This design comes from an exercise in tuning for small area, a short achievable clock period and few clock cycles per item on the open sky130 flow, not from production work.
Where RTL was checked, it was by simulation tests only, not by an equivalence proof against the original.
The RTL of run 1 was laid out without a check of its function.
Power and IR drop assume default switching activity.

**design/flow/design.v**
```verilog
package srtf_pkg;
  localparam int MAX_JOBS = 16;
  localparam int IDX_W    = $clog2(MAX_JOBS);
  localparam int TIME_W   = 16;
  localparam int PC_W     = 5;
  localparam int SUM_W    = 32;
  localparam logic [PC_W-1:0] PC_RESET = PC_W'(16);
  localparam logic [PC_W-1:0] DONE_MAX = '1;
  typedef struct packed {
    logic              operation;
    logic [3:0]        slot;
    logic [TIME_W-1:0] arrival_time;
    logic [TIME_W-1:0] burst_length;
  } in_item_t;
  typedef struct packed {
    logic              ran;
    logic [3:0]        running_slot;
    logic              completed;
    logic [TIME_W-1:0] end_time;
    logic [TIME_W-1:0] wait_time;
    logic [TIME_W-1:0] turnaround_time;
    logic              all_done;
    logic [SUM_W-1:0]  total_wait;
    logic [SUM_W-1:0]  total_turnaround;
  } out_item_t;
  typedef struct packed {
    logic                ran;
    logic                comp;
    logic                clr;        
    logic                all_done;
    logic [TIME_W-1:0]   t1;
    logic [MAX_JOBS-1:0] oh;         
  } step_t;
  typedef struct packed {
    logic              ran;
    logic [3:0]        slot;
    logic              comp;
    logic              clr;
    logic              all_done;
    logic [TIME_W-1:0] end_time;
    logic [TIME_W-1:0] wait_time;
    logic [TIME_W-1:0] turn_time;
  } times_t;
endpackage
module srtf_table (
  input  logic                                          clk,
  input  logic                                          load_go,
  input  logic                                          load_wr,
  input  logic                                          tick_go,
  input  logic [srtf_pkg::IDX_W-1:0]                    load_slot,
  input  logic [srtf_pkg::TIME_W-1:0]                   load_arr,
  input  logic [srtf_pkg::TIME_W-1:0]                   load_burst,
  input  logic [srtf_pkg::TIME_W-1:0]                   now_cmp,
  output logic [srtf_pkg::MAX_JOBS-1:0]                 arrived,
  output logic [srtf_pkg::MAX_JOBS-1:0]                 arrived_next,
  output logic [srtf_pkg::MAX_JOBS-1:0]                 arr_eq,
  input  logic [srtf_pkg::MAX_JOBS-1:0]                 rd_oh,
  output logic [srtf_pkg::TIME_W-1:0]                   rd_arr,
  output logic [srtf_pkg::TIME_W:0]                     rd_need
);
  localparam int N  = srtf_pkg::MAX_JOBS;
  localparam int TW = srtf_pkg::TIME_W;
  logic [N-1:0][TW-1:0] arr;
  logic [N-1:0][TW:0]   need;
  logic                 load_zero;
  logic [TW:0]          load_need;
  logic unused_c;
  srtf_add #(.W(TW+1)) u_need (
    .a ({1'b0, load_arr}), .b ({1'b0, load_burst}), .cin (1'b0),
    .sum (load_need), .cout (unused_c)
  );
  assign load_zero = load_arr == '0;
  always_comb begin
    for (int j = 0; j < N; j++) begin
      arr_eq[j] = arr[j] == now_cmp;
      if (load_go) begin
        arrived_next[j] = (load_slot == j) ? load_zero : arr_eq[j];
      end else if (tick_go) begin
        arrived_next[j] = arrived[j] | arr_eq[j];
      end else begin
        arrived_next[j] = arrived[j];
      end
    end
  end
  always_ff @(posedge clk) begin
    for (int j = 0; j < N; j++) begin
      if (load_wr && load_slot == j) begin
        arr[j]  <= load_arr;
        need[j] <= load_need;
      end
      arrived[j] <= arrived_next[j];
    end
  end
  always_comb begin
    rd_arr  = '0;
    rd_need = '0;
    for (int j = 0; j < N; j++) begin
      rd_arr  = rd_arr  | (arr[j]  & {TW{rd_oh[j]}});
      rd_need = rd_need | (need[j] & {(TW+1){rd_oh[j]}});
    end
  end
endmodule
module srtf_add #(
  parameter int W = 16
) (
  input  logic [W-1:0] a,
  input  logic [W-1:0] b,
  input  logic         cin,
  output logic [W-1:0] sum,
  output logic         cout
);
  logic [W-1:0] g, p, gg, pp;
  always_comb begin
    int j;
    g     = a & b;
    p     = a ^ b;
    gg    = g;
    pp    = p;
    gg[0] = g[0] | (p[0] & cin);
    for (int l = 0; (1 << l) < W; l++) begin
      for (int i = 0; i < W; i++) begin
        if (((i >> l) & 1) == 1) begin
          j     = ((i >> l) << l) - 1;
          gg[i] = gg[i] | (pp[i] & gg[j]);
          pp[i] = pp[i] & pp[j];
        end
      end
    end
    sum[0] = p[0] ^ cin;
    for (int i = 1; i < W; i++) begin
      sum[i] = p[i] ^ gg[i-1];
    end
    cout = gg[W-1];
  end
endmodule
module srtf_pick (
  input  logic [srtf_pkg::MAX_JOBS-1:0]                       cand,
  input  logic [srtf_pkg::MAX_JOBS*srtf_pkg::MAX_JOBS-1:0]    ord,
  output logic [srtf_pkg::MAX_JOBS-1:0]                       win
);
  localparam int N = srtf_pkg::MAX_JOBS;
  always_comb begin
    for (int j = 0; j < N; j++) begin
      win[j] = cand[j];
      for (int i = 0; i < N; i++) begin
        if (i < j) begin
          win[j] = win[j] & (~cand[i] | ~ord[i*N+j]);
        end else if (i > j) begin
          win[j] = win[j] & (~cand[i] | ord[j*N+i]);
        end
      end
    end
  end
endmodule
module shortest_remaining_time_scheduler (
  input  logic                          clk,
  input  logic                          rst,
  input  logic                          in_valid,
  output logic                          in_ready,
  input  srtf_pkg::in_item_t            in_data,
  output logic                          out_valid,
  input  logic                          out_ready,
  output srtf_pkg::out_item_t           out_data,
  input  logic                          cfg_valid,
  output logic                          cfg_ready,
  input  logic [srtf_pkg::PC_W-1:0]     cfg_data
);
  localparam int N  = srtf_pkg::MAX_JOBS;
  localparam int TW = srtf_pkg::TIME_W;
  localparam int SW = srtf_pkg::SUM_W;
  logic               a_valid, s_valid, a_take;
  srtf_pkg::in_item_t a_item, s_item, a_next;
  logic               fire;
  assign cfg_ready = 1'b1;
  assign in_ready  = !s_valid;
  assign a_take    = fire || !a_valid;
  assign a_next    = a_take ? (s_valid ? s_item : in_data) : a_item;
  always_ff @(posedge clk) begin
    if (rst) begin
      a_valid  <= 1'b0;
      s_valid  <= 1'b0;
    end else begin
      if (a_take) begin
        a_valid <= s_valid || in_valid;
        s_valid <= 1'b0;
      end else if (in_valid && !s_valid) begin
        s_valid <= 1'b1;
      end
    end
    a_item <= a_next;
    if (!a_take && !s_valid) begin
      s_item <= in_data;
    end
  end
  logic [srtf_pkg::PC_W-1:0] pc;
  logic [srtf_pkg::PC_W-1:0] done;
  logic [TW-1:0]             t1;            
  logic                      held_valid;
  logic [N-1:0]              held_oh;       
  logic [TW-1:0]             held_rem;      
  logic [TW-1:0]             held_act;      
  logic [N-1:0][TW-1:0]      rem;           
  logic [N-1:0]              alive;         
  logic [N-1:0]              arrived, arrived_next;
  logic [N-1:0]              alive_next;
  logic [srtf_pkg::PC_W-1:0] pc_next;
  logic [N*N-1:0]            ord;           
  logic                      c_valid, d_valid;
  srtf_pkg::step_t           c_q, c_in;
  srtf_pkg::times_t          d_q, d_in;
  logic                      adv;
  assign adv = !out_valid || out_ready;
  function automatic logic [1:0] cmp_lt_le(input logic [TW-1:0] a, input logic [TW-1:0] b);
    logic [TW-1:0] g, e;
    logic [TW/2-1:0] g1, e1;
    logic [TW/4-1:0] g2, e2;
    logic [TW/8-1:0] g3, e3;
    logic            g4, e4;
    g = ~a & b;
    e = ~(a ^ b);
    for (int k = 0; k < TW/2; k++) begin
      g1[k] = g[2*k+1] | (e[2*k+1] & g[2*k]);
      e1[k] = e[2*k+1] & e[2*k];
    end
    for (int k = 0; k < TW/4; k++) begin
      g2[k] = g1[2*k+1] | (e1[2*k+1] & g1[2*k]);
      e2[k] = e1[2*k+1] & e1[2*k];
    end
    for (int k = 0; k < TW/8; k++) begin
      g3[k] = g2[2*k+1] | (e2[2*k+1] & g2[2*k]);
      e3[k] = e2[2*k+1] & e2[2*k];
    end
    g4 = g3[1] | (e3[1] & g3[0]);
    e4 = e3[1] & e3[0];
    cmp_lt_le = {g4, g4 | e4};
  endfunction
  logic               a_load, a_tick, run_over, flush;
  logic               load_go, tick_go, load_wr;
  logic [N-1:0]       cand, win, lt, le, chosen, one, load_dec, wr_row;
  logic [TW-1:0]      rem_c, now_cmp, new_rem;
  logic               any, preempt, switch_job, run, comp, one_c, release_held;
  logic               keep_held;
  logic [N-1:0]       newarr, arr_eq, lim;
  logic               p_hit, p_chk, recheck;
  logic [TW-1:0]      cmp_x;
  logic [srtf_pkg::PC_W-1:0] done_inc;
  assign a_load   = a_valid && !a_item.operation;
  assign a_tick   = a_valid &&  a_item.operation;
  assign run_over = done >= pc;
  assign flush    = a_load && held_valid;
  assign recheck  = a_tick && !run_over && held_valid && p_chk;
  assign load_wr  = a_load && !held_valid && !(c_valid && c_q.comp);
  assign fire     = a_valid && (!c_valid || adv) && !flush && !recheck &&
                    !(a_load && !load_wr);
  assign load_go  = fire && a_load;
  assign tick_go  = fire && a_tick && !run_over;
  always_comb begin
    for (int j = 0; j < N; j++) begin
      lim[j]      = pc[4] || (4'(j) < pc[3:0]);
      {lt[j], le[j]} = cmp_lt_le(rem[j], cmp_x);
      one[j]      = rem[j] == TW'(1);
      load_dec[j] = a_item.slot == 4'(j);
    end
  end
  assign cand = alive & arrived & lim & ~held_oh;
  srtf_pick u_pick (
    .cand (cand),
    .ord  (ord),
    .win  (win)
  );
  always_comb begin
    rem_c = '0;
    for (int j = 0; j < N; j++) begin
      rem_c = rem_c | (rem[j] & {TW{win[j]}});
    end
  end
  assign any          = |cand;
  assign preempt      = held_valid && !p_chk && p_hit;
  logic          unused_c1;
  srtf_add #(.W(TW)) u_dec1 (
    .a (held_rem), .b ({TW{1'b1}}), .cin (1'b0), .sum (held_act), .cout (unused_c1)
  );
  assign cmp_x        = held_valid ? held_act : held_rem;
  assign newarr       = arr_eq & ~arrived & alive & lim;
  assign switch_job   = held_valid ? preempt : any;
  assign run          = held_valid || any;
  assign chosen       = switch_job ? win : held_oh;
  assign one_c        = |(win & one);
  assign comp         = run && (switch_job ? one_c : (held_rem == TW'(2)));
  assign release_held = (a_tick && !run_over && preempt) || flush;
  assign wr_row       = (held_oh & {N{release_held}}) | (load_dec & {N{load_wr}});
  logic [TW-1:0] t1_inc;
  logic          t1_ovf;
  srtf_add #(.W(TW)) u_inc (
    .a (t1), .b ('0), .cin (1'b1), .sum (t1_inc), .cout (t1_ovf)
  );
  assign now_cmp      = a_load ? '0 : t1;
  assign done_inc     = (done == srtf_pkg::DONE_MAX) ? done : done + 1'b1;
  assign pc_next      = cfg_valid ? cfg_data : pc;
  always_comb begin
    alive_next = alive;
    if (load_go) begin
      for (int j = 0; j < N; j++) begin
        if (load_dec[j]) begin
          alive_next[j] = held_rem != '0;
        end
      end
    end else if (tick_go && run && comp) begin
      alive_next = alive & ~chosen;
    end
  end
  always_ff @(posedge clk) begin
    if (rst) begin
      pc         <= srtf_pkg::PC_RESET;
      done       <= '0;
      t1         <= TW'(1);
      held_valid <= 1'b0;
      held_oh    <= '0;
      alive      <= '0;
    end else begin
      pc    <= pc_next;
      if (load_go) begin
        t1 <= TW'(1);
      end else if (tick_go && !t1_ovf) begin
        t1 <= t1_inc;
      end
      alive <= alive_next;
      if (load_go) begin
        done <= '0;
      end else if (tick_go) begin
        if (run) begin
          if (comp) begin
            held_valid <= 1'b0;
            held_oh    <= '0;
            done       <= done_inc;
          end else begin
            held_valid <= 1'b1;
            held_oh    <= chosen;
          end
        end
      end else if (flush) begin
        held_valid <= 1'b0;
        held_oh    <= '0;
      end
    end
  end
  always_ff @(posedge clk) begin
    if (rst || cfg_valid) begin
      p_chk <= 1'b1;
    end else if (recheck) begin
      p_chk <= 1'b0;
    end else if (tick_go) begin
      p_chk <= (run && !comp && !switch_job) ? |(newarr & lt) : |newarr;
    end
    if (recheck) begin
      p_hit <= |(cand & lt);
    end else if (tick_go) begin
      p_hit <= 1'b0;
    end
  end
  assign new_rem   = switch_job ? rem_c : held_act;
  assign keep_held = held_valid && !tick_go && !flush;
  always_ff @(posedge clk) begin
    if (tick_go && run && !comp) begin
      held_rem <= new_rem;
    end else if (!keep_held) begin
      held_rem <= a_next.burst_length;
    end
    for (int j = 0; j < N; j++) begin
      if (wr_row[j]) begin
        rem[j] <= held_valid ? held_act : held_rem;
      end
    end
    for (int i = 0; i < N; i++) begin
      for (int j = 0; j <= i; j++) begin
        ord[i*N+j] <= 1'b0;
      end
      for (int j = i + 1; j < N; j++) begin
        if (wr_row[j]) begin
          ord[i*N+j] <= le[i];
        end else if (wr_row[i]) begin
          ord[i*N+j] <= ~lt[j];
        end
      end
    end
  end
  always_comb begin
    c_in.ran      = a_tick && !run_over && run;
    c_in.comp     = a_tick && !run_over && comp;
    c_in.clr      = a_load;
    c_in.t1       = t1;
    c_in.oh       = chosen;
    if (a_load) begin
      c_in.all_done = pc == '0;
    end else if (run_over) begin
      c_in.all_done = 1'b1;
    end else begin
      c_in.all_done = comp ? (done_inc >= pc) : 1'b0;
    end
  end
  logic [TW-1:0] rd_arr, turn_diff;
  logic [TW:0]   rd_need, wait_diff;
  logic          turn_ge, wait_ge;
  srtf_add #(.W(TW)) u_turn (
    .a (c_q.t1), .b (~rd_arr), .cin (1'b1), .sum (turn_diff), .cout (turn_ge)
  );
  srtf_add #(.W(TW+1)) u_wait (
    .a ({1'b0, c_q.t1}), .b (~rd_need), .cin (1'b1), .sum (wait_diff), .cout (wait_ge)
  );
  logic [3:0]    c_slot;
  srtf_table u_table (
    .clk        (clk),
    .load_go    (load_go),
    .load_wr    (load_wr),
    .tick_go    (tick_go),
    .load_slot  (a_item.slot),
    .load_arr   (a_item.arrival_time),
    .load_burst (a_item.burst_length),
    .now_cmp    (now_cmp),
    .arrived    (arrived),
    .arrived_next (arrived_next),
    .arr_eq     (arr_eq),
    .rd_oh      (c_q.oh),
    .rd_arr     (rd_arr),
    .rd_need    (rd_need)
  );
  always_comb begin
    c_slot = '0;
    for (int j = 0; j < N; j++) begin
      if (c_q.oh[j]) begin
        c_slot = c_slot | 4'(j);
      end
    end
    d_in.ran       = c_q.ran;
    d_in.slot      = c_q.ran ? c_slot : '0;
    d_in.comp      = c_q.comp;
    d_in.clr       = c_q.clr;
    d_in.all_done  = c_q.all_done;
    d_in.end_time  = '0;
    d_in.wait_time = '0;
    d_in.turn_time = '0;
    if (c_q.comp) begin
      d_in.end_time  = c_q.t1;
      d_in.wait_time = wait_ge ? wait_diff[TW-1:0] : '0;
      d_in.turn_time = turn_ge ? turn_diff : '0;
    end
  end
  always_ff @(posedge clk) begin
    if (rst) begin
      c_valid <= 1'b0;
      d_valid <= 1'b0;
    end else if (adv) begin
      c_valid <= fire;
      d_valid <= c_valid;
    end else if (fire) begin
      c_valid <= 1'b1;
    end
    if (fire) begin
      c_q <= c_in;
    end
    if (adv) begin
      d_q <= d_in;
    end
  end
  logic [SW:0] wait_add, turn_add;
  srtf_add #(.W(SW)) u_wsum (
    .a (out_data.total_wait), .b (SW'(d_q.wait_time)), .cin (1'b0),
    .sum (wait_add[SW-1:0]), .cout (wait_add[SW])
  );
  srtf_add #(.W(SW)) u_tsum (
    .a (out_data.total_turnaround), .b (SW'(d_q.turn_time)), .cin (1'b0),
    .sum (turn_add[SW-1:0]), .cout (turn_add[SW])
  );
  always_ff @(posedge clk) begin
    if (rst) begin
      out_valid <= 1'b0;
    end else if (adv) begin
      out_valid <= d_valid;
    end
    if (rst) begin
      out_data.total_wait       <= '0;
      out_data.total_turnaround <= '0;
    end else if (adv && d_valid) begin
      if (d_q.clr) begin
        out_data.total_wait       <= '0;
        out_data.total_turnaround <= '0;
      end else begin
        out_data.total_wait       <= wait_add[SW] ? '1 : wait_add[SW-1:0];
        out_data.total_turnaround <= turn_add[SW] ? '1 : turn_add[SW-1:0];
      end
    end
    if (adv && d_valid) begin
      out_data.ran             <= d_q.ran;
      out_data.running_slot    <= d_q.slot;
      out_data.completed       <= d_q.comp;
      out_data.end_time        <= d_q.end_time;
      out_data.wait_time       <= d_q.wait_time;
      out_data.turnaround_time <= d_q.turn_time;
      out_data.all_done        <= d_q.all_done;
    end
  end
endmodule
```
**design/flow/flow/run.sh**
```bash
#!/bin/bash
set -uo pipefail
MARGIN=$(cat flow/margin.txt)
sed -E "s/SETUP_SLACK_MARGIN=[0-9.]+/SETUP_SLACK_MARGIN=${MARGIN}/" standard.sh > standard_margin.sh
grep -q "SETUP_SLACK_MARGIN=${MARGIN} " standard_margin.sh || { echo "margin not set" >&2; exit 1; }
bash standard_margin.sh > flow_make.log 2>&1
```
**design/flow/flow/margin.txt**
```
6.5
```
**design/flow/standard.sh**
```bash
#!/bin/bash
# synth_recipe.tcl (not shown) runs the flow's synth.tcl, then flattens the netlist and writes it again
# the make line also repeats each setting of config.mk as NAME=value (left out here)
make -C /OpenROAD-flow-scripts/flow DESIGN_CONFIG=/design/flow/config.mk WORK_HOME=/design/flow/orfs CLKGATE_MAP_FILE= SYNTH_SCRIPT=/design/flow/synth_recipe.tcl "${@:-finish}"
```
**design/flow/config.mk**
```make
export PLATFORM = sky130hd
export DESIGN_NAME = shortest_remaining_time_scheduler
export DESIGN_NICKNAME = shortest_remaining_time_scheduler
export VERILOG_FILES = /design/flow/design.v
export SDC_FILE = /design/flow/constraint.sdc
export NUM_CORES = 4
export LEC_CHECK = 0
export CAP_MARGIN = 20
export CORE_MARGIN = 2
export CORE_UTILIZATION = 55
export CTS_CLUSTER_DIAMETER = 80
export CTS_CLUSTER_SIZE = 25
export SETUP_SLACK_MARGIN = 5
export SLEW_MARGIN = 20
export TNS_END_PERCENT = 5
```
**design/flow/constraint.sdc**
```tcl
create_clock -name core_clock -period 10.0 [get_ports {clk}]
set_input_delay 2.0000 -clock core_clock [delete_from_list [all_inputs] [get_ports {clk}]]
set_output_delay 2.0000 -clock core_clock [all_outputs]
set_load 0.01 [all_outputs]
```
==> results by group, run 1 <==
Floorplan
  – Chip Width: 352 µm
  – Initial core utilization: 0.555
  – Placeable Area: 0.120 mm²
  – Die height: 352 µm
  – Io pins: 169
  – Row cnt: 127
  – Die area: 0.124 mm²

Worst setup path
  – R2R Path Start: a_valid
  – Reg2Reg Capture Point: p_chk
  – CP max FO: 58
  – Max stage delay on crit path: 0.77 ns
  – CP Cell Sequence: nand2b_1 -> bufinv_16 -> buf_16 -> nor2_1 -> o32ai_1 -> nand4_1 -> nor2_1 -> and4b_1 -> a22o_1 -> nor4_1 -> a31oi_1
  – Crit-path slowest cell: o32ai_1
  – Reg2Reg Setup Slack: 5.45 ns
  – Reg2reg path depth: 11
  – WP depth: 11
  – Startpoint Class: flop
  – CP Buf/Inv Count: 2
  – Crit end category: flop
  – Worst EP arrival: 5.22 ns
  – Critical path's most frequent cell: nor2_1
  – CP top delay family: simple AND/OR/NAND/NOR gates
  – Crit Path Class: flop to flop
  – CP required: 10.67 ns

Logic synthesis
  – Synth top area cells: edfxtp_1, ha_1, dfxtp_1
  – Unique masters post-synth: 95
  – FFs w/ async S/R, synth: 0
  – Mapped Area: 0.0666 mm²
  – Yosys reg bits: 1287
  – Top-count cell post-synth: edfxtp_1
  – Predominant post-synthesis flop cell: edfxtp_1
  – Synthesized Nets: 6195
  – Cells after synthesis: 5776
  – Synth cell count leaders: edfxtp_1, nor2_1, nand2_1
  – Post-synth EDFFs: 1142
  – Mean Syn Cell Area: 11.5 µm²
  – Synth Warn #: 6
  – Top-area cell type share of the netlist area: 0.515
  – Area leader, netlist: edfxtp_1
  – Sequential area share after synthesis: 0.558

Timing
  – Fmax: 0.220 GHz
  – Max-slew violations: 0
  – Final setup fails: 0
  – Least-Margin Pin Slew: 1.24 ns
  – Final Hold Vio Count: 0
  – Setup TNS: 0 ns
  – Rel. slew slack: 0.173
  – Setup ws final: 5.45 ns
  – Period utilization: 0.455
  – Post-layout minimum cycle time: 4.55 ns
  – Hold WS: 0.423 ns
  – RSZ-0062 raised after global routing: yes
  – Clk_skew: 0.0404 ns

Route
  – DR DRC count: 0
  – Post-Route WL: 278000 µm
  – Vias: 56285
  – Antenna viol nets, final: 0
  – Pre-antenna DRT Iters: 8
  – Drt wl/cell: 35.6 µm
  – Drt via density: 7.20
  – Initial DRC count: 9285

Global route
  – Vias in the first global route: 51355
  – GR Overflow Total: 0
  – All-layer global routing usage: 0.432
  – Largest net degree at the start of global routing: 64
  – First-pass GRT wire length: 383000 µm
  – Antenna violations before repair: 18

Layout
  – Fill cell count: 9070
  – Utilization after layout: 0.660
  – Area grow syn2layout: 18.9%
  – NumNets Final: 6563
  – Post-route insts no fill: 7814
  – Layout cell share with drive strength beyond 1: 0.164
  – Design area: 0.0792 mm²

CTS
  – CTS tree: built
  – Clock Path Buffers: 3
  – CTS Sinks: 1287
  – TritonCTS buffer count: 71
  – Skew-Pair Late Insertion Delay: 0.73 ns
  – # hold bufs at CTS: 0
  – Root buffer cell: clkbuf_16
  – Clock-pin slew on the worst setup and hold paths: 0.10 ns
  – Htree depth: 3

Min path
  – Hold_sp: d_q[34]
  – Hold path endpoint: out_data[99]
  – Hold crit path type: flop to flop
  – Worst Hold Depth: 0

Job
  – Max-Cap Viols: 0

Placed design
  – Pre-CTS WS: 4.46 ns
  – Port Buf Inserts: 167
  – Post-Place Cell Area: 0.0710 mm²
  – DPL Wire Length: 184000 µm
  – Inst Count DP: 7390
  – GP Congestion: 1.05

Power and ir drop
  – Leakage: 29.3 nW
  – Total power: 12.3 mW
  – Worst VDD drop: 0.211 mV
  – Pwr dens: 156 mW/mm²

Status
  – Status: finished clean
## metal layers
layer / part of all wire / vias to the layer above / GRT usage
met5: 0.00064 / - / 0.00538
li1: - / 23199 / -
met1: 0.36 / 27455 / 0.578
met2: 0.41 / 4625 / 0.620
met4: 0.074 / 18 / 0.243
met3: 0.15 / 988 / 0.137
## where the power goes
part           internal [mW]  switching (mW)
registers               6.21           0.137
logic                  0.883            1.58
clock network           1.51            2.02
total                   8.60            3.73
## worst max path at each step
stage | end | slack (ns) | startpoint
floorplan | p_hit | 5.63 | held_rem[6]
global placement | ord[171] | 4.48 | held_rem[0]
detailed placement | ord[75] | 4.46 | held_rem[0]
CTS | d_q[29] | 5.83 | c_q[3]
global route | p_hit | 5.56 | held_rem[2]
finish | p_chk | 5.45 | a_valid
## final cells by class
class                      instances  area (µm²)  area share
multi-input combinational       3810       29700       0.375
antenna                            2        5.00   0.0000632
sequential                      1287       37200       0.470
tap                             1612        2020      0.0255
clock buffer                      91        1880      0.0238
inverter                         365        1440      0.0182
clock inverter                    38         534     0.00674
timing repair buffer             609        6430      0.0812
## layout by cell type, fill, tap and decap left out, types with 21 or more instances in the layout
cell type,instances
nand2b_1,27
nand3_1,130
ha_1,322
a22oi_1,245
nor2_4,34
and2_1,38
nor2_1,365
nor4bb_1,129
nand4_1,143
a21oi_2,37
buf_6,34
a31oi_1,149
xnor2_1,154
o32ai_1,133
edfxtp_1,1142
nor2_2,22
a211oi_1,21
xor2_1,32
nor3_1,53
mux2_2,33
mux2i_1,39
a21o_1,67
o211ai_1,29
buf_4,319
ha_4,25
dfxtp_1,127
a221oi_1,54
clkbuf_16,78
nand2_1,366
nor4_1,84
inv_1,351
o21ai_0,123
a21oi_1,247
and3_1,40
a22o_1,64
buf_12,48
clkdlybuf4s50_1,166
## state kept, by name (all words and copies together) (netlist names), 36 cells and up
name          count
ord             120
u_table.need    272
s_item           37
u_table.arr     256
c_q              36
rem             256
out_data        119
a_item           37
d_q              56
## logic make-up (layout without fill, tap and decap cells)
logic type / count (synthesis) / in the layout / synth area share
mux: 82 / 82 / 0.0131
other cells: 1 / 3 / 0.0000563
buf+inv: 686 / 1103 / 0.0395
compound gates: 1489 / 1491 / 0.158
fa+ha+maj: 372 / 372 / 0.0721
xor+xnor: 205 / 205 / 0.0270
flops: 1287 / 1287 / 0.558
simple gates: 1654 / 1659 / 0.131
## repair_timing
item,in CTS,in global routing
resized for setup,401,179
cloned,26,9
setup buffers,148,110
endpoints found under the setup margin,1096,977
pin swaps,100,85
==> run 2: changes to the inputs <==
--- a/design/flow/design.v
+++ b/design/flow/design.v
@@ -199,6 +199,7 @@
   logic [N-1:0]              held_oh;       
   logic [TW-1:0]             held_rem;      
   logic [TW-1:0]             held_act;      
+  logic                      act_ok;
   logic [N-1:0][TW-1:0]      rem;           
   logic [N-1:0]              alive;         
   logic [N-1:0]              arrived, arrived_next;
@@ -241,16 +242,17 @@
   logic               any, preempt, switch_job, run, comp, one_c, release_held;
   logic               keep_held;
   logic [N-1:0]       newarr, arr_eq, lim;
-  logic               p_hit, p_chk, recheck;
+  logic               p_hit, p_chk, chk_due, recheck;
   logic [TW-1:0]      cmp_x;
   logic [srtf_pkg::PC_W-1:0] done_inc;
   assign a_load   = a_valid && !a_item.operation;
   assign a_tick   = a_valid &&  a_item.operation;
   assign run_over = done >= pc;
-  assign flush    = a_load && held_valid;
-  assign recheck  = a_tick && !run_over && held_valid && p_chk;
+  assign flush    = a_load && held_valid && act_ok;
+  assign chk_due  = a_tick && !run_over && held_valid && p_chk;
+  assign recheck  = chk_due && act_ok;
   assign load_wr  = a_load && !held_valid && !(c_valid && c_q.comp);
-  assign fire     = a_valid && (!c_valid || adv) && !flush && !recheck &&
+  assign fire     = a_valid && (!c_valid || adv) && !chk_due &&
                     !(a_load && !load_wr);
   assign load_go  = fire && a_load;
   assign tick_go  = fire && a_tick && !run_over;
@@ -276,11 +278,7 @@
   end
   assign any          = |cand;
   assign preempt      = held_valid && !p_chk && p_hit;
-  logic          unused_c1;
-  srtf_add #(.W(TW)) u_dec1 (
-    .a (held_rem), .b ({TW{1'b1}}), .cin (1'b0), .sum (held_act), .cout (unused_c1)
-  );
-  assign cmp_x        = held_valid ? held_act : held_rem;
+  assign cmp_x        = (held_valid && act_ok) ? held_act : held_rem;
   assign newarr       = arr_eq & ~arrived & alive & lim;
   assign switch_job   = held_valid ? preempt : any;
   assign run          = held_valid || any;
@@ -358,7 +356,31 @@
       p_hit <= 1'b0;
     end
   end
-  assign new_rem   = switch_job ? rem_c : held_act;
+  logic [TW-1:0] hr_m1, hr_m2, act_m1;
+  logic          unused_c1, unused_c2, unused_c3, cont;
+  srtf_add #(.W(TW)) u_dec1 (
+    .a (held_rem), .b ({TW{1'b1}}), .cin (1'b0), .sum (hr_m1), .cout (unused_c1)
+  );
+  srtf_add #(.W(TW)) u_dec2 (
+    .a (held_rem), .b ({{(TW-1){1'b1}}, 1'b0}), .cin (1'b0), .sum (hr_m2), .cout (unused_c2)
+  );
+  srtf_add #(.W(TW)) u_dec3 (
+    .a (held_act), .b ({TW{1'b1}}), .cin (1'b0), .sum (act_m1), .cout (unused_c3)
+  );
+  assign new_rem   = switch_job ? rem_c : hr_m1;
+  assign cont      = tick_go && run && !comp && !switch_job;
+  always_ff @(posedge clk) begin
+    if (rst) begin
+      act_ok <= 1'b0;
+    end else begin
+      act_ok <= !(tick_go && run && !comp && switch_job);
+    end
+    if (cont) begin
+      held_act <= act_ok ? act_m1 : hr_m2;
+    end else begin
+      held_act <= hr_m1;
+    end
+  end
   assign keep_held = held_valid && !tick_go && !flush;
   always_ff @(posedge clk) begin
     if (tick_go && run && !comp) begin
==> run 2 against run 1 <==
  * Cell area shrank 1.6%
  * Power shrank 2.9%
  * Routed wire length shrank 0.17%
  * Sequential power grew 1%
  * Combinational power shrank about 20%
  * Clock power grew 1%
  * Via count shrank 0.78%
  * Synthesized area grew 0.94%
  * Sequential cell count grew 17
  * First-iteration DRC count grew 4.0%
  * Worst setup slack gained 0.43 ns
  * Clock skew is essentially flat
  * Critical endpoint is now c_q[32]
  * Largest power group unchanged
  * Highest routed layer unchanged
==> results by group, run 2 <==
Placed design
  – GP Congestion: 1.05 (about the same)
  – Pre-CTS WS: 4.59 ns (+0.138 ns)
  – Post-Place Cell Area: 0.0710 mm² (about the same)
  – Port Buf Inserts: 167 (unchanged)
  – DPL Wire Length: 177000 µm (-3.4%)

Global route
  – All-layer global routing usage: 0.432 (+0.000700)
  – First-pass GRT wire length: 385000 µm (+0.38%)
  – Antenna violations before repair: 20 (+2)
  – Largest net degree at the start of global routing: 68 (+6.3%)
  – GR Overflow Total: 0 (unchanged)
  – Vias in the first global route: 51201 (-0.30%)

Logic synthesis
  – Unique masters post-synth: 102 (+7.4%)
  – Yosys reg bits: 1304 (+1.3%)
  – Mean Syn Cell Area: 11.6 µm² (+0.96%)
  – Top-area cell type share of the netlist area: 0.510 (-0.00482)
  – Synthesized Nets: 6201 (+0.097%)
  – Post-synth EDFFs: 1142 (unchanged)
  – Mapped Area: 0.0672 mm² (+0.94%)
  – Sequential area share after synthesis: 0.558 (about the same)
  – Synth top area cells: edfxtp_1, ha_1, dfxtp_1
  – Area leader, netlist: edfxtp_1
  – Cells after synthesis: 5775 (-0.017%)
  – FFs w/ async S/R, synth: 0 (unchanged)
  – Synth cell count leaders: edfxtp_1, nor2_1, inv_1
  – Predominant post-synthesis flop cell: edfxtp_1
  – Top-count cell post-synth: edfxtp_1
  – Synth Warn #: 6 (unchanged)

CTS
  – CTS tree: built
  – Skew-Pair Late Insertion Delay: 0.73 ns (about the same)
  – CTS Sinks: 1304 (+1.3%)
  – Root buffer cell: clkbuf_16
  – Htree depth: 3 (unchanged)
  – Clock Path Buffers: 3 (unchanged)
  – TritonCTS buffer count: 73 (+2.8%)
  – Clock-pin slew on the worst setup and hold paths: 0.10 ns (about the same)

Worst setup path
  – Crit-path slowest cell: or4_1
  – Crit Path Class: flop to flop
  – R2R Path Start: pc[1]
  – Startpoint Class: flop
  – Reg2Reg Setup Slack: 5.88 ns (+0.43 ns)
  – Reg2Reg Capture Point: c_q[32]
  – CP Launch Point: pc[1]
  – Reg2reg path depth: 11 (unchanged)
  – Worst EP arrival: 4.67 ns (-0.55 ns)
  – Max stage delay on crit path: 0.61 ns (-0.16 ns)
  – CP Cell Sequence: o21a_1 -> o2111ai_4 -> o22ai_1 -> a221o_1 -> nor4_4 -> buf_6 -> a22oi_1 -> and4_4 -> and2_4 -> or4_1 -> a22oi_2
  – CP required: 10.55 ns (-0.12 ns)
  – Crit end category: flop
  – CP max FO: 17 (-71%)

Timing
  – Final setup fails: 0 (unchanged)
  – Post-layout minimum cycle time: 4.12 ns (-0.426 ns)
  – RSZ-0062 raised after global routing: yes
  – Max-slew violations: 0 (unchanged)
  – Clk_skew: 0.0400 ns (-0.000394 ns)
  – Setup ws final: 5.88 ns (+0.426 ns)
  – Period utilization: 0.412 (-0.0426)
  – Least-Margin Pin Slew: 1.22 ns (-0.0236 ns)
  – Final Hold Vio Count: 0 (unchanged)
  – Fmax: 0.243 GHz (+10%)
  – Rel. slew slack: 0.186 (+0.0124)
  – Setup TNS: 0 ns (unchanged)

Job
  – Max-Cap Viols: 0 (unchanged)

Power and ir drop
  – Pwr dens: 154 mW/mm² (-1.4%)
  – Leakage: 28.7 nW (-2.2%)
  – Worst VDD drop: 0.154 mV (-27%)

Min path
  – Hold_sp: d_q[54]
  – Hold path endpoint: out_data[117]
  – Worst Hold Depth: 0 (unchanged)
  – Hold crit path type: flop to flop

Floorplan
  – Initial core utilization: 0.553 (-0.00206)
  – Die height: 354 µm (+0.47%)
  – Die area: 0.125 mm² (+0.93%)
  – Placeable Area: 0.122 mm² (+1.3%)
  – Chip Width: 354 µm (+0.47%)
  – Row cnt: 128 (+0.79%)
  – Io pins: 169 (unchanged)

Route
  – DR DRC count: 0 (unchanged)
  – Drt via density: 7.22 (+0.21%)
  – Post-Route WL: 278000 µm (-0.17%)
  – Vias: 55846 (-0.78%)
  – Pre-antenna DRT Iters: 10 (+2)
  – Initial DRC count: 9656 (+4.0%)
  – Antenna viol nets, final: 0 (unchanged)
  – Drt wl/cell: 35.9 µm (+0.83%)

Layout
  – Largest register FFs: 272 (unchanged)
  – Design area: 0.0780 mm² (-1.6%)
  – Commonest non-fill, non-tap cells in the layout: edfxtp_1, nor2_1, ha_1
  – Register with the most flip-flops: u_table.need
  – Commonest non-fill, non-tap cell in the layout: edfxtp_1
  – Utilization after layout: 0.641 (-0.0190)
  – Largest regs: u_table.need x272, rem x256, u_table.arr x256
  – Fill cell count: 9383 (+3.5%)
  – NumNets Final: 6475 (-1.3%)
  – Area grow syn2layout: 15.9%
  – Layout cell share with drive strength beyond 1: 0.137 (-0.0271)

Status
  – Status: finished clean
## run 2: kinds of logic after synthesis
logic type | after synthesis | share of synthesized area
buf+inv | 690 | 0.0399
simple gates | 1564 | 0.123
other cells | 1 | 0.0000558
fa+ha+maj | 379 | 0.0728
flops | 1304 | 0.558
xor+xnor | 206 | 0.0268
compound gates | 1538 | 0.164
mux | 93 | 0.0148
## run 2: worst max-delay path by stage
stage | end | slack (ns)
finish | c_q[32] | 5.88
global route | d_q[3] | 5.76
CTS | d_q[7] | 5.94
detailed placement | held_rem[6] | 4.59
global placement | alive[8] | 4.50
floorplan | out_data[20] | 5.99
## run 2: area by class of cell
class / count / area (µm²) / share of cell area
Sequential cell: 1304 / 37600 / 0.482
Clock inverter: 40 / 505 / 0.00648
Inverter: 370 / 1470 / 0.0188
Antenna cell: 7 / 17.5 / 0.000225
Clock buffer: 91 / 1950 / 0.0250
Timing Repair Buffer: 513 / 5620 / 0.0721
Tap cell: 1625 / 2030 / 0.0261
Multi-Input combinational cell: 3784 / 28800 / 0.369
Timing Repair inverter: 3 / 23.8 / 0.000305
## run 2: what timing repair did
item                       in CTS  in global routing
setup buffers                 163                 31
gates cloned                   23                  2
resized for setup             303                121
hold buffers                    0                  0
setup endpoints to repair    1083                958
pin swaps                      45                 40
## run 2: power breakdown
part	switching (mW)	internal (mW)	leakage, nW
Clock	2.03	1.55	1.19
Sequential	0.159	6.25	11.8
Combinational	1.33	0.656	15.7
Total	3.52	8.45	28.7
## run 2: per-layer routing
metal	routed length (µm)	GRT usage	vias to the layer above
li1	-	-	23025
met5	283	0	-
met1	97900	0.568	27122
met3	42500	0.142	1068
met4	20600	0.250	22
met2	116000	0.629	4609
## run 2: worst max-delay path: cells and delay by family (launching register included)
kind | cells | cell delay, ns
buffers and inverters | 1 | 0.31
flip-flops | 1 | 0.43
AO/OA/AOI/OAI | 6 | 1.64
AND/OR/NAND/NOR | 4 | 1.55
## run 2: through the flow
step | instances | total power [mW] | hold WS (ns)
floorplan | 5775 | 7.31 | 0.400
global placement | 7380 | 8.04 | 0.401
detailed placement | 7380 | 8.08 | 0.405
CTS | 7697 | 11.8 | 0.427
global route | 7731 | 12.2 | 0.435
finish | 7737 | 12.0 | 0.424
Testbench counts of run 2, summed over its fixed seeds: cycles 10,373, items 9,864.
==> run 3: changes to the inputs <==
--- a/design/flow/design.v
+++ b/design/flow/design.v
@@ -40,6 +40,8 @@
     logic [TIME_W-1:0] end_time;
     logic [TIME_W-1:0] wait_time;
     logic [TIME_W-1:0] turn_time;
+    logic              wait_ok;
+    logic              turn_ok;
   } times_t;
 endpackage
 module srtf_table (
@@ -241,7 +243,7 @@
   logic [TW-1:0]      rem_c, now_cmp, new_rem;
   logic               any, preempt, switch_job, run, comp, one_c, release_held;
   logic               keep_held;
-  logic [N-1:0]       newarr, arr_eq, lim;
+  logic [N-1:0]       newarr, arr_eq, lim, lim_next;
   logic               p_hit, p_chk, chk_due, recheck;
   logic [TW-1:0]      cmp_x;
   logic [srtf_pkg::PC_W-1:0] done_inc;
@@ -258,7 +260,7 @@
   assign tick_go  = fire && a_tick && !run_over;
   always_comb begin
     for (int j = 0; j < N; j++) begin
-      lim[j]      = pc[4] || (4'(j) < pc[3:0]);
+      lim_next[j] = pc_next[4] || (4'(j) < pc_next[3:0]);
       {lt[j], le[j]} = cmp_lt_le(rem[j], cmp_x);
       one[j]      = rem[j] == TW'(1);
       load_dec[j] = a_item.slot == 4'(j);
@@ -310,6 +312,7 @@
   always_ff @(posedge clk) begin
     if (rst) begin
       pc         <= srtf_pkg::PC_RESET;
+      lim        <= '1;
       done       <= '0;
       t1         <= TW'(1);
       held_valid <= 1'b0;
@@ -317,6 +320,7 @@
       alive      <= '0;
     end else begin
       pc    <= pc_next;
+      lim   <= lim_next;
       if (load_go) begin
         t1 <= TW'(1);
       end else if (tick_go && !t1_ovf) begin
@@ -458,14 +462,11 @@
     d_in.comp      = c_q.comp;
     d_in.clr       = c_q.clr;
     d_in.all_done  = c_q.all_done;
-    d_in.end_time  = '0;
-    d_in.wait_time = '0;
-    d_in.turn_time = '0;
-    if (c_q.comp) begin
-      d_in.end_time  = c_q.t1;
-      d_in.wait_time = wait_ge ? wait_diff[TW-1:0] : '0;
-      d_in.turn_time = turn_ge ? turn_diff : '0;
-    end
+    d_in.end_time  = c_q.comp ? c_q.t1 : '0;
+    d_in.wait_time = wait_diff[TW-1:0];
+    d_in.turn_time = turn_diff;
+    d_in.wait_ok   = c_q.comp && wait_ge;
+    d_in.turn_ok   = c_q.comp && turn_ge;
   end
   always_ff @(posedge clk) begin
     if (rst) begin
@@ -484,13 +485,16 @@
       d_q <= d_in;
     end
   end
-  logic [SW:0] wait_add, turn_add;
+  logic [SW:0]   wait_add, turn_add;
+  logic [TW-1:0] d_wait, d_turn;
+  assign d_wait = d_q.wait_ok ? d_q.wait_time : '0;
+  assign d_turn = d_q.turn_ok ? d_q.turn_time : '0;
   srtf_add #(.W(SW)) u_wsum (
-    .a (out_data.total_wait), .b (SW'(d_q.wait_time)), .cin (1'b0),
+    .a (out_data.total_wait), .b (SW'(d_wait)), .cin (1'b0),
     .sum (wait_add[SW-1:0]), .cout (wait_add[SW])
   );
   srtf_add #(.W(SW)) u_tsum (
-    .a (out_data.total_turnaround), .b (SW'(d_q.turn_time)), .cin (1'b0),
+    .a (out_data.total_turnaround), .b (SW'(d_turn)), .cin (1'b0),
     .sum (turn_add[SW-1:0]), .cout (turn_add[SW])
   );
   always_ff @(posedge clk) begin
@@ -516,8 +520,8 @@
       out_data.running_slot    <= d_q.slot;
       out_data.completed       <= d_q.comp;
       out_data.end_time        <= d_q.end_time;
-      out_data.wait_time       <= d_q.wait_time;
-      out_data.turnaround_time <= d_q.turn_time;
+      out_data.wait_time       <= d_wait;
+      out_data.turnaround_time <= d_turn;
       out_data.all_done        <= d_q.all_done;
     end
   end
--- a/design/flow/config.mk
+++ b/design/flow/config.mk
@@ -8,8 +8,8 @@
 export CAP_MARGIN = 20
 export CORE_MARGIN = 2
 export CORE_UTILIZATION = 55
-export CTS_CLUSTER_DIAMETER = 80
-export CTS_CLUSTER_SIZE = 25
+export CTS_CLUSTER_DIAMETER = 60
+export CTS_CLUSTER_SIZE = 20
 export SETUP_SLACK_MARGIN = 5
 export SLEW_MARGIN = 20
 export TNS_END_PERCENT = 5
==> run 3 against run 2 <==
  * Still clean on timing, DRC and antenna
  * Clock skew is 0.0047 ns lower
  * Global-route usage down 0.33 points
  * Critical path depth rose by 4
  * Cell area increased by 2.8%
  * Clock power up 38%
  * Combinational power grew 36%
  * Utilization grew 1.5 points
  * Sequential cell count rose by 17
  * Worst setup slack improved by 0.093 ns
  * First-iteration DRC count down 2.9%
  * Hold slack worse by 0.0064 ns
  * Die area is 0.83% higher
  * Critical endpoint is now d_q[17]
==> results by group, run 3 <==
Status
  – Status: finished clean

Worst setup path
  – Crit Path Class: flop to flop
  – CP max FO: 4 (-13)
  – Startpoint Class: flop
  – Crit end category: flop
  – CP required: 10.52 ns (-0.03 ns)
  – Reg2reg path depth: 15 (+4)
  – Worst EP arrival: 4.54 ns (-0.13 ns)

CTS
  – CTS Sinks: 1321 (+1.3%)
  – # hold bufs at CTS: 0 (unchanged)
  – Clock-pin slew on the worst setup and hold paths: 0.08 ns (-0.02 ns)
  – Skew-Pair Late Insertion Delay: 0.77 ns (+0.04 ns)
  – Htree depth: 3 (unchanged)
  – Clock Path Buffers: 3 (unchanged)
  – TritonCTS buffer count: 119 (+63%)
  – Root buffer cell: clkbuf_16
  – CTS tree: built

Timing
  – Fmax: 0.248 GHz (+2.3%)
  – Setup TNS: 0 ns (unchanged)
  – Setup ws final: 5.97 ns (+0.0930 ns)
  – Post-layout minimum cycle time: 4.03 ns (-0.0930 ns)
  – Period utilization: 0.403 (-0.00930)
  – RSZ-0062 raised after global routing: yes
  – Max-slew violations: 0 (unchanged)
  – Final setup fails: 0 (unchanged)
  – Least-Margin Pin Slew: 1.25 ns (+0.0356 ns)
  – Clk_skew: 0.0353 ns (-0.00467 ns)
  – Rel. slew slack: 0.165 (-0.0205)
  – Final Hold Vio Count: 0 (unchanged)

Global route
  – Antenna violations before repair: 10 (-50%)
  – Vias in the first global route: 51650 (+0.88%)
  – GR Overflow Total: 0 (unchanged)
  – All-layer global routing usage: 0.429 (-0.00329)
  – Largest net degree at the start of global routing: 71 (+4.4%)
  – First-pass GRT wire length: 384000 µm (-0.18%)

Layout
  – NumNets Final: 6575 (+1.5%)
  – Largest regs: u_table.need x272, rem x256, u_table.arr x256
  – Post-route insts no fill: 7878 (+1.8%)
  – Layout cell share with drive strength beyond 1: 0.151 (+0.0140)
  – Register with the most flip-flops: u_table.need
  – Area grow syn2layout: 18.2%
  – Commonest non-fill, non-tap cells in the layout: edfxtp_1, inv_1, nor2_1
  – Commonest non-fill, non-tap cell in the layout: edfxtp_1
  – Largest register FFs: 272 (unchanged)

Job
  – Max-Cap Viols: 0 (unchanged)

Power and ir drop
  – Leakage: 30.1 nW (+4.8%)
  – Worst VDD drop: 0.172 mV (+12%)
  – Total power: 14.2 mW (+19%)
  – Pwr dens: 177 mW/mm² (+15%)

Logic synthesis
  – Synth top area cells: edfxtp_1, ha_1, dfxtp_1
  – Synth cell count leaders: edfxtp_1, nor2_1, inv_1
  – Yosys reg bits: 1321 (+1.3%)
  – FFs w/ async S/R, synth: 0 (unchanged)
  – Mean Syn Cell Area: 11.7 µm² (+0.63%)
  – Top-count cell post-synth: edfxtp_1
  – Area leader, netlist: edfxtp_1
  – Predominant post-synthesis flop cell: edfxtp_1
  – Top-area cell type share of the netlist area: 0.507 (-0.00338)
  – Synthesized Nets: 6213 (+0.19%)
  – Synth Warn #: 6 (unchanged)
  – Post-synth EDFFs: 1144 (+0.18%)
  – Cells after synthesis: 5787 (+0.21%)
  – Sequential area share after synthesis: 0.559 (+0.000648)
  – Unique masters post-synth: 93 (-8.8%)
  – Mapped Area: 0.0678 mm² (+0.84%)

Route
  – WL met2: 120000 µm (+2.9%)
  – Pre-antenna DRT Iters: 10 (unchanged)
  – Met1 wire length: 98300 µm (+0.38%)
  – DR top layer: met5
  – DR DRC count: 0 (unchanged)
  – Antenna viol nets, final: 0 (unchanged)
  – Post-Route WL: 279000 µm (+0.57%)
  – Drt via density: 7.13 (-1.3%)
  – Vias: 56132 (+0.51%)
  – Initial DRC count: 9377 (-2.9%)
  – Met3 WL: 39000 µm (-8.2%)
  – Drt wl/cell: 35.4 µm (-1.2%)

Floorplan
  – Die area: 0.126 mm² (+0.83%)
  – Die height: 355 µm (+0.42%)
  – Io pins: 169 (unchanged)
  – Row cnt: 128 (unchanged)
  – Placeable Area: 0.122 mm² (+0.39%)
  – Initial core utilization: 0.556 (+0.00247)
  – Chip Width: 355 µm (+0.42%)

Placed design
  – Inst Count DP: 7403 (+0.31%)
  – GP Congestion: 1.02 (-3.3%)
  – DPL Wire Length: 183000 µm (+3.2%)
  – Pre-CTS WS: 4.40 ns (-0.191 ns)
  – Port Buf Inserts: 167 (unchanged)

Min path
  – Hold crit path type: flop to flop
  – Worst Hold Depth: 0 (unchanged)
[run 3: changes by cell type after synthesis, sizes merged, moves of 16 or more]
| cell | change |
|---|---|
| a222oi | -19 |
| and2 | +37 |
| o22ai | +16 |
| nor2 | -61 |
| nand2 | -29 |
| a22oi | +29 |
| mux2 | +34 |
| o31ai | +16 |
| nand3 | -21 |
| nand4 | +17 |
| o32ai | -17 |
[run 3: where the power goes]
group | internal [mW] | leakage (nW) | switching [mW]
clock network | 2.55 | 1.99 | 2.38
registers | 6.40 | 12.0 | 0.195
logic | 0.888 | 16.1 | 1.80
[run 3: final cells by class]
class	count	area [µm²]
tap	1625	2030
clock inverter	91	988
timing repair buffer	552	5840
antenna	4	10.0
inverter	378	1500
sequential	1321	37900
multi-input combinational	3775	28700
fill	9291	41900
clock buffer	130	3150
timing repair inverter	2	16.3
[run 3: logic make-up (layout without fill, tap and decap cells)]
| kind of cell | Yosys count | after routing | share of synthesized area |
|---|---|---|---|
| AOI/OAI and AO/OA | 1557 | 1557 | 0.161 |
| and+or+nand+nor | 1505 | 1509 | 0.121 |
| DFF | 1321 | 1321 | 0.559 |
| buffers and inverters | 695 | 1153 | 0.0398 |
| adders and majority gates | 379 | 379 | 0.0722 |
| xor gates and xnor gates | 206 | 206 | 0.0266 |
| muxes | 123 | 123 | 0.0203 |
| other | 1 | 5 | 0.0000553 |
[run 3: critical path, stage by stage (launching register included)]
cell and delay [ns]:
edfxtp_1 0.44, buf_12 0.18, buf_12 0.15, a22o_1 0.25, a221oi_2 0.37, nand3_2 0.19, nor2_4 0.28, ha_1 0.32
a21o_1 0.20, a21o_1 0.20, a31o_4 0.23, a41o_1 0.19, o211a_1 0.29, o31ai_4 0.25, nor2b_4 0.19, xnor2_1 0.06
[run 3: stage by stage]
stage               hold WS (ns)  cell area [µm²]   util
floorplan                  0.400            67900      -
detailed placement         0.406            71700  0.588
global route               0.429            80100  0.657
finish                     0.418            80200  0.657
CTS                        0.419            79000  0.648
global placement           0.403            71700  0.587
[run 3: path summary, 6_finish.rpt]
path / startpoint / slack (ns) / endpoint
worst max-delay path: c_q[4] / 5.97 / d_q[17]
worst min-delay path: d_q[50] / 0.42 / out_data[64]
worst max register to register: c_q[4] / 5.97 / d_q[17]
worst min register to register: d_q[50] / 0.42 / out_data[64]
[run 3: metal layers]
metal,up-vias,GRT usage
met5,-,0
met4,4,0.286
met3,1041,0.119
met2,4490,0.637
met1,27245,0.551
li1,23352,-
[run 3: what timing repair did]
action                     4_1_cts  5_1_grt
setup buffers                  174       47
cloned                          20        9
gates resized for setup        273       93
setup endpoints to repair     1314      883
pin swaps                       47       32
Testbench counts of run 3, summed over its fixed seeds: cycles 10,373, items 9,864.
==> run 4: changes to the inputs <==
--- a/design/flow/design.v
+++ b/design/flow/design.v
@@ -351,12 +351,14 @@
       p_chk <= 1'b1;
     end else if (recheck) begin
       p_chk <= 1'b0;
+    end else if (chk_due && !(|(cand & lt))) begin
+      p_chk <= 1'b0;
     end else if (tick_go) begin
       p_chk <= (run && !comp && !switch_job) ? |(newarr & lt) : |newarr;
     end
     if (recheck) begin
       p_hit <= |(cand & lt);
-    end else if (tick_go) begin
+    end else if (chk_due || tick_go) begin
       p_hit <= 1'b0;
     end
   end
==> run 4 against run 3 <==
  * Clock power is essentially flat
  * Utilization up 0.27 points
  * Die area decreased by 0.51%
  * Maximum frequency shrank 0.19%
  * Cell area increased by 0.15%
  * Critical path depth decreased by 2
  * Clock skew grew 0.0030 ns
  * Sequential cell count unchanged
==> results by group, run 4 <==
Status
  – Status: finished clean

Worst setup path
  – Crit Path Class: flop to flop
  – WP depth: 13 (-2)
  – CP required: 10.49 ns (-0.03 ns)
  – CP Buf/Inv Count: 4 (+2)
  – Startpoint Class: flop
  – Worst EP arrival: 4.53 ns (about the same)
  – Max stage delay on crit path: 0.78 ns (+0.34 ns)
  – CP top delay family: simple AND/OR/NAND/NOR gates
  – CP Cell Sequence: buf_12 -> buf_16 -> buf_4 -> a22o_1 -> a221oi_1 -> nand3_1 -> nor2_1 -> ha_1 -> nor3_1 -> nor2_1 -> o41ai_4 -> buf_4 -> xnor2_1
  – Reg2reg path depth: 13 (-2)
  – Crit-path slowest cell: nor2_1
  – Crit end category: flop
  – CP max FO: 9 (+5)

Layout
  – Commonest non-fill, non-tap cell in the layout: edfxtp_1
  – Layout cell share with drive strength beyond 1: 0.152 (+0.000494)
  – Area grow syn2layout: 19.0%
  – NumNets Final: 6575 (unchanged)
  – Post-route insts no fill: 7886 (+0.10%)
  – Register with the most flip-flops: u_table.need
  – Largest regs: u_table.need x272, rem x256, u_table.arr x256
  – Design area: 0.0803 mm² (+0.15%)
  – Largest register FFs: 272 (unchanged)
  – Commonest non-fill, non-tap cells in the layout: edfxtp_1, nor2_1, nand2_1

CTS
  – Clock-pin slew on the worst setup and hold paths: 0.08 ns (about the same)
  – TritonCTS buffer count: 120 (+0.84%)
  – CTS tree: built
  – Htree depth: 3 (unchanged)
  – Root buffer cell: clkbuf_16
  – Clock Path Buffers: 3 (unchanged)
  – Skew-Pair Late Insertion Delay: 0.77 ns (about the same)
  – CTS Sinks: 1321 (unchanged)

Route
  – Antenna viol nets, final: 0 (unchanged)
  – Post-Route WL: 283000 µm (+1.4%)
  – Vias: 56708 (+1.0%)
  – Pre-antenna DRT Iters: 7 (-3)
  – DR DRC count: 0 (unchanged)
  – Drt wl/cell: 35.9 µm (+1.3%)
  – Drt via density: 7.19 (+0.92%)
  – Initial DRC count: 10540 (+12%)

Logic synthesis
  – Synth cell count leaders: edfxtp_1, nor2_1, nand2_1
  – Synth top area cells: edfxtp_1, ha_1, dfxtp_1
  – Synthesized Nets: 6219 (+0.097%)
  – FFs w/ async S/R, synth: 0 (unchanged)
  – Predominant post-synthesis flop cell: edfxtp_1
  – Mapped Area: 0.0675 mm² (-0.52%)
  – Post-synth EDFFs: 1144 (unchanged)
  – Area leader, netlist: edfxtp_1
  – Sequential area share after synthesis: 0.562 (+0.00290)
  – Mean Syn Cell Area: 11.6 µm² (-0.62%)
  – Yosys reg bits: 1321 (unchanged)
  – Top-area cell type share of the netlist area: 0.509 (+0.00263)
  – Synth Warn #: 6 (unchanged)
  – Cells after synthesis: 5793 (+0.10%)
  – Top-count cell post-synth: edfxtp_1
  – Unique masters post-synth: 90 (-3.2%)

Timing
  – Setup TNS: 0 ns (unchanged)
  – RSZ-0062 raised after global routing: yes
  – Final setup fails: 0 (unchanged)
  – Post-layout minimum cycle time: 4.04 ns (+0.00772 ns)
  – Period utilization: 0.404 (+0.000772)
  – Max-slew violations: 0 (unchanged)
  – Rel. slew slack: 0.129 (-0.0361)
  – Least-Margin Pin Slew: 1.31 ns (+0.0541 ns)
  – Clk_skew: 0.0383 ns (+0.00297 ns)
  – Fmax: 0.248 GHz (-0.19%)
  – Final Hold Vio Count: 0 (unchanged)

Power and ir drop
  – Pwr dens: 167 mW/mm² (-6.0%)
  – Worst VDD drop: 0.150 mV (-13%)
  – Total power: 13.4 mW (-5.9%)
  – Leakage: 29.7 nW (-1.2%)

Global route
  – GR peak layer: met2
  – Routing usage on met3: 0.142 (+0.0223)
  – Antenna violations before repair: 14 (+4)
  – GR Overflow Total: 0 (unchanged)
  – Met1 Usage GRT: 0.587 (+0.0364)
  – Vias in the first global route: 51236 (-0.80%)
  – All-layer global routing usage: 0.435 (+0.00547)
  – Met2 Use GR: 0.615 (-0.0219)
  – Largest net degree at the start of global routing: 66 (-7.0%)
  – First-pass GRT wire length: 387000 µm (+0.85%)

Min path
  – Hold crit path type: flop to flop
  – Worst Hold Depth: 0 (unchanged)

Floorplan
  – Chip Width: 354 µm (-0.26%)
  – Die height: 354 µm (-0.26%)
  – Initial core utilization: 0.554 (-0.00142)
  – Die area: 0.125 mm² (-0.51%)
  – Row cnt: 128 (unchanged)
  – Placeable Area: 0.122 mm² (-0.26%)
  – Io pins: 169 (unchanged)

Placed design
  – DPL Wire Length: 185000 µm (+1.3%)
  – GP Congestion: 1.04 (+2.6%)
  – Post-Place Cell Area: 0.0715 mm² (-0.26%)
  – Inst Count DP: 7427 (+0.32%)
  – Port Buf Inserts: 167 (unchanged)

Job
  – Max-Cap Viols: 0 (unchanged)
run 4: cell count changes after synthesis, moves of 13 or more:
cell / before / now
nor3_1: 84 / 65
o31ai_1: 20 / 7
nand2_1: 314 / 378
mux2_2: 77 / 53
a31oi_1: 159 / 144
a21oi_1: 297 / 344
a22oi_1: 245 / 283
a21o_1: 94 / 32
nand4_1: 132 / 113
and4_1: 23 / 41
nand3_1: 93 / 112
run 4: layer usage:
layer  up-vias  part of all wire
met1     27561              0.36
li1      23304                 -
met2      4774              0.41
met3      1051              0.15
met4        18             0.072
met5         -           0.00054
run 4: cell families after synthesis:
group	synth area share
fa+ha+maj	0.0725
flops	0.562
mux	0.0165
xor+xnor	0.0271
compound gates	0.159
buf+inv	0.0387
simple gates	0.124
other cells	0.0000556
run 4: layout make-up:
type                    count  area, µm²
clock buffers             127       3050
well taps                1625       2030
clock inverters           101       1130
repair inverters            2       15.0
repair buffers            530       5570
multi-input cells        3804      29100
inverters                 370       1460
flip-flops and latches   1321      37900
fillers                  9207      41400
diodes                      6       15.0
run 4: worst register-to-register path, cell delays in order, from the launching register on:
cell      delay [ns]
edfxtp_1        0.42
buf_12          0.17
buf_16          0.16
buf_4           0.23
a22o_1          0.24
a221oi_1        0.26
nand3_1         0.11
nor2_1          0.78
ha_1            0.41
nor3_1          0.08
nor2_1          0.20
o41ai_4         0.14
buf_4           0.15
xnor2_1         0.43
run 4: timing repair:
action / in CTS / in global routing
hold buffers: 0 / 0
gates cloned: 18 / 8
hold endpoints to repair: 0 / 0
pin swaps: 55 / 60
gates resized for setup: 331 / 123
setup buffers: 139 / 60
setup endpoints to repair: 1583 / 742
run 4: where the power goes:
group / switching, mW / internal (mW)
combinational: 1.33 / 0.603
sequential: 0.158 / 6.35
clock: 2.51 / 2.43
run 4: final timing paths:
path,startpoint,slack (ns),endpoint
min reg2reg,d_q[52],0.42,out_data[113]
min,d_q[52],0.42,out_data[113]
max,c_q[7],5.96,d_q[15]
max reg2reg,c_q[7],5.96,d_q[15]
run 4: per-stage QoR:
stage               hold WS [ns]   util  worst slack (ns)
CTS                        0.423  0.648              6.17
finish                     0.421  0.659              5.96
global route               0.431  0.659              6.04
floorplan                  0.400      -              5.91
detailed placement         0.405  0.588              4.41
global placement           0.403  0.587              4.55
Testbench counts of run 4, summed over its fixed seeds: cycles 10,268, items 9,864.
==> run 5: changes to the inputs <==
--- a/design/flow/config.mk
+++ b/design/flow/config.mk
@@ -8,8 +8,8 @@
 export CAP_MARGIN = 20
 export CORE_MARGIN = 2
 export CORE_UTILIZATION = 55
-export CTS_CLUSTER_DIAMETER = 60
-export CTS_CLUSTER_SIZE = 20
+export CTS_CLUSTER_DIAMETER = 80
+export CTS_CLUSTER_SIZE = 25
 export SETUP_SLACK_MARGIN = 5
 export SLEW_MARGIN = 20
 export TNS_END_PERCENT = 5
==> run 5 against run 4 <==
  * Register-to-register slack better by 0.12 ns
  * Hold slack worse by 0.00091 ns
  * Cell area down 1.5%
  * Utilization down 0.97 points
==> results by group, run 5 <==
Status
  – Status: finished clean

Worst setup path
  – CP required: 10.49 ns (about the same)
  – Crit Path Class: flop to flop
  – Reg2Reg Capture Point: d_q[17]
  – Reg2reg path depth: 14 (+1)
  – Worst EP arrival: 4.41 ns (-0.12 ns)
  – Reg2Reg Setup Slack: 6.08 ns (+0.12 ns)
  – R2R Path Start: c_q[5]
  – Crit end category: flop
  – Startpoint Class: flop
  – CP max FO: 10 (+1)

Layout
  – Layout cell share with drive strength beyond 1: 0.144 (-0.00794)
  – Register with the most flip-flops: u_table.need
  – Fill cell count: 9342 (+1.5%)
  – Area grow syn2layout: 17.2%
  – Commonest non-fill, non-tap cell in the layout: edfxtp_1
  – Largest register FFs: 272 (unchanged)
  – Post-route insts no fill: 7831 (-0.70%)
  – NumNets Final: 6573 (-0.030%)
  – Largest regs: u_table.need x272, rem x256, u_table.arr x256
  – Commonest non-fill, non-tap cells in the layout: edfxtp_1, nor2_1, nand2_1

Timing
  – Fmax: 0.255 GHz (+3.0%)
  – Max-slew violations: 0 (unchanged)
  – Final Hold Vio Count: 0 (unchanged)
  – Post-layout minimum cycle time: 3.92 ns (-0.117 ns)
  – Rel. slew slack: 0.186 (+0.0566)
  – Clk_skew: 0.0389 ns (+0.000599 ns)
  – Period utilization: 0.392 (-0.0117)
  – Final setup fails: 0 (unchanged)
  – Least-Margin Pin Slew: 1.22 ns (-0.0839 ns)
  – Setup TNS: 0 ns (unchanged)
  – RSZ-0062 raised after global routing: yes

Logic synthesis
  – Area leader, netlist: edfxtp_1
  – Cells after synthesis: 5793 (unchanged)
  – Post-synthesis xor/xnor area fraction: 0.0271 (unchanged)
  – Mean Syn Cell Area: 11.6 µm² (unchanged)
  – Post-synth EDFFs: 1144 (unchanged)
  – Synth Area in Compound Gates: 0.159 (unchanged)
  – Synth top area cells: edfxtp_1, ha_1, dfxtp_1
  – Predominant post-synthesis flop cell: edfxtp_1
  – Adder-cell share of the synthesized area: 0.0725 (unchanged)
  – Fraction of synthesized area in multiplexers: 0.0165 (unchanged)
  – Synth cell count leaders: edfxtp_1, nor2_1, nand2_1
  – Synth Area in Simple Gates: 0.124 (unchanged)
  – Mapped Area: 0.0675 mm² (unchanged)
  – Top-count cell post-synth: edfxtp_1
  – Synthesized Nets: 6219 (unchanged)
  – Yosys reg bits: 1321 (unchanged)
  – Top-area cell type share of the netlist area: 0.509 (unchanged)
  – Largest family of logic cells by synthesized area: compound AO/OA/AOI/OAI gates
  – FFs w/ async S/R, synth: 0 (unchanged)
  – Unique masters post-synth: 90 (unchanged)
  – Synth Warn #: 6 (unchanged)
  – Sequential area share after synthesis: 0.562 (unchanged)

Floorplan
  – Chip Width: 354 µm (unchanged)
  – Initial core utilization: 0.554 (unchanged)
  – Die area: 0.125 mm² (unchanged)
  – Row cnt: 128 (unchanged)
  – Placeable Area: 0.122 mm² (unchanged)
  – Die height: 354 µm (unchanged)
  – Io pins: 169 (unchanged)

Route
  – Initial DRC count: 10265 (-2.6%)
  – DR DRC count: 0 (unchanged)
  – Vias: 56561 (-0.26%)
  – Antenna viol nets, final: 0 (unchanged)
  – Drt wl/cell: 36.1 µm (+0.64%)
  – Drt via density: 7.22 (+0.44%)
  – Pre-antenna DRT Iters: 6 (-1)
  – Post-Route WL: 283000 µm (about the same)

Power and ir drop
  – Clock share of power: 0.303 (-0.066)
  – Pwr dens: 153 mW/mm² (-8.1%)
  – Internal power: 8.53 mW (-9.0%)
  – Reg power frac: 0.536 (+0.050)
  – Psw: 3.58 mW (-10%)
  – Worst VDD drop: 0.178 mV (+19%)
  – Comb pwr share: 0.160 (+0.016)
  – Sw Share: 0.295 (-0.00318)
  – Leakage: 29.1 nW (-2.0%)

CTS
  – Clock-pin slew on the worst setup and hold paths: 0.10 ns (+0.02 ns)
  – TritonCTS buffer count: 76 (-37%)
  – # hold bufs at CTS: 0 (unchanged)
  – Clock Path Buffers: 3 (unchanged)
  – Skew-Pair Late Insertion Delay: 0.73 ns (-0.04 ns)
  – CTS Sinks: 1321 (unchanged)
  – Root buffer cell: clkbuf_16
  – CTS tree: built
  – Htree depth: 3 (unchanged)

Placed design
  – Inst Count DP: 7427 (unchanged)
  – GP Congestion: 1.04 (unchanged)
  – Port Buf Inserts: 167 (unchanged)
  – DPL Wire Length: 185000 µm (unchanged)

Min path
  – Hold_sp: d_q[48]
  – Hold path endpoint: out_data[111]
  – Hold crit path type: flop to flop
  – Worst Hold Depth: 0 (unchanged)

Job
  – Max-Cap Viols: 0 (unchanged)

Global route
  – Vias in the first global route: 50726 (-1.0%)
  – GR Overflow Total: 0 (unchanged)
  – Antenna violations before repair: 17 (+3)
  – First-pass GRT wire length: 386000 µm (-0.36%)
  – All-layer global routing usage: 0.433 (-0.00146)
  – Largest net degree at the start of global routing: 66 (unchanged)
[run 5: cell counts after synthesis]
Identical to the previous run, type by type.
[run 5: final cells by class]
class / instances / area, µm² / area share
tap: 1625 / 2030 / 0.0257
multi-input combinational: 3805 / 29000 / 0.366
inverter: 370 / 1470 / 0.0185
sequential: 1321 / 37900 / 0.480
timing repair inverter: 2 / 15.0 / 0.000190
timing repair buffer: 571 / 6120 / 0.0774
clock inverter: 40 / 468 / 0.00592
antenna: 2 / 5.00 / 0.0000633
clock buffer: 95 / 2090 / 0.0264
[run 5: cells by family (layout without fill, tap and decap cells)]
kind of cell               after synthesis  count (layout)
muxes                                  101             106
DFF                                   1321            1321
other                                    1               3
xor gates and xnor gates               209             209
adders and majority gates              379             379
AOI/OAI and AO/OA                     1547            1549
buffers and inverters                  678            1078
and+or+nand+nor                       1557            1561
[run 5: worst max-delay path: stages, from the launching register on]
cell and delay, ns:
edfxtp_1 0.52, buf_12 0.22, buf_12 0.14, a22o_1 0.23, a221oi_1 0.42, nand3_1 0.36, nor2_1 0.27, ha_1 0.29
o21ai_0 0.10, o21bai_1 0.15, a41o_1 0.24, o41ai_4 0.29, a2bb2oi_2 0.21, nor2b_2 0.17, xnor2_1 0.06
[run 5: stage by stage]
| step | hold slack [ns] | total power [mW] | setup WS (ns) | instance area (µm²) | util |
|---|---|---|---|---|---|
| 3_3_place_gp | 0.403 | 8.15 | 4.55 | 71500 | 0.587 |
| 2_1_floorplan | 0.400 | 7.38 | 5.91 | 67600 | - |
| 6_report | 0.421 | 12.1 | 6.08 | 79100 | 0.650 |
| 3_5_place_dp | 0.405 | 8.17 | 4.41 | 71500 | 0.588 |
| 5_1_grt | 0.435 | 12.4 | 6.01 | 79100 | 0.650 |
| 4_1_cts | 0.424 | 11.9 | 6.17 | 77200 | 0.635 |
[run 5: power groups by stage]
stage | Sequential, mW | Clock [mW] | Combinational [mW]
after floorplan | 6.54 | 0 | 0.841
after global placement | 6.63 | 0 | 1.51
final | 6.50 | 3.68 | 1.94
after global routing | 6.50 | 3.84 | 2.00
after CTS | 6.49 | 3.66 | 1.71
after detailed placement | 6.63 | 0 | 1.54
[run 5: worst max-delay path by stage]
stage               startpoint            to  depth (start not counted)
CTS                    c_q[10]       d_q[17]                         17
finish                  c_q[5]       d_q[17]                         14
detailed placement      act_ok         p_chk                         12
global route            c_q[9]       d_q[33]                         16
global placement         pc[0]      ord[239]                         11
floorplan            out_ready  out_data[58]                          9
[run 5: metal layers]
| metal | GRT usage | part of all wire | wire length [µm] | vias to the layer above |
|---|---|---|---|---|
| li1 | - | - | - | 23218 |
| met1 | 0.590 | 0.37 | 104000 | 27656 |
| met2 | 0.622 | 0.42 | 117000 | 4678 |
| met3 | 0.139 | 0.15 | 42400 | 991 |
| met4 | 0.222 | 0.067 | 19100 | 18 |
| met5 | 0 | 0.00084 | 237 | - |
[run 5: timing repair]
action,CTS,global route
setup endpoints to repair,1569,717
cloned,20,7
gates resized for setup,318,144
hold endpoints to repair,0,0
buffers inserted,134,106
pin swaps,48,51

## afterwards: timing with drivers on the ports
No port has a modelled driver above. Below, the same layouts with a new extraction and two added sets of constraints. Step 1: set_driving_cell puts a clkbuf_16 on clk and a buf_2 on each other input, an assumption about the parent block. Step 2, shift: input delay + t, output delay - t, t = (earliest + latest rising clock arrival at the registers) / 2. This alone moves slack from input paths to output paths. a / b / c = ideal ports / drivers / drivers and shift; a / b = the first two.
run | shift t [ns] | setup slack, ns | cell pins on the clock port's net
run 1 | 0.797 | 5.452 / 5.452 / 5.322 | 1
run 2 | 0.803 | 5.877 / 5.877 / 5.597 | 1
run 3 | 0.834 | 5.970 / 5.970 / 5.450 | 1
run 4 | 0.825 | 5.963 / 5.963 / 5.534 | 1
run 5 | 0.788 | 6.080 / 6.080 / 5.629 | 1
After both steps every run listed still meets setup and hold. The setup slack of run 3, which loses most, moves by 0.000 ns with the drivers and by -0.520 ns with both steps.
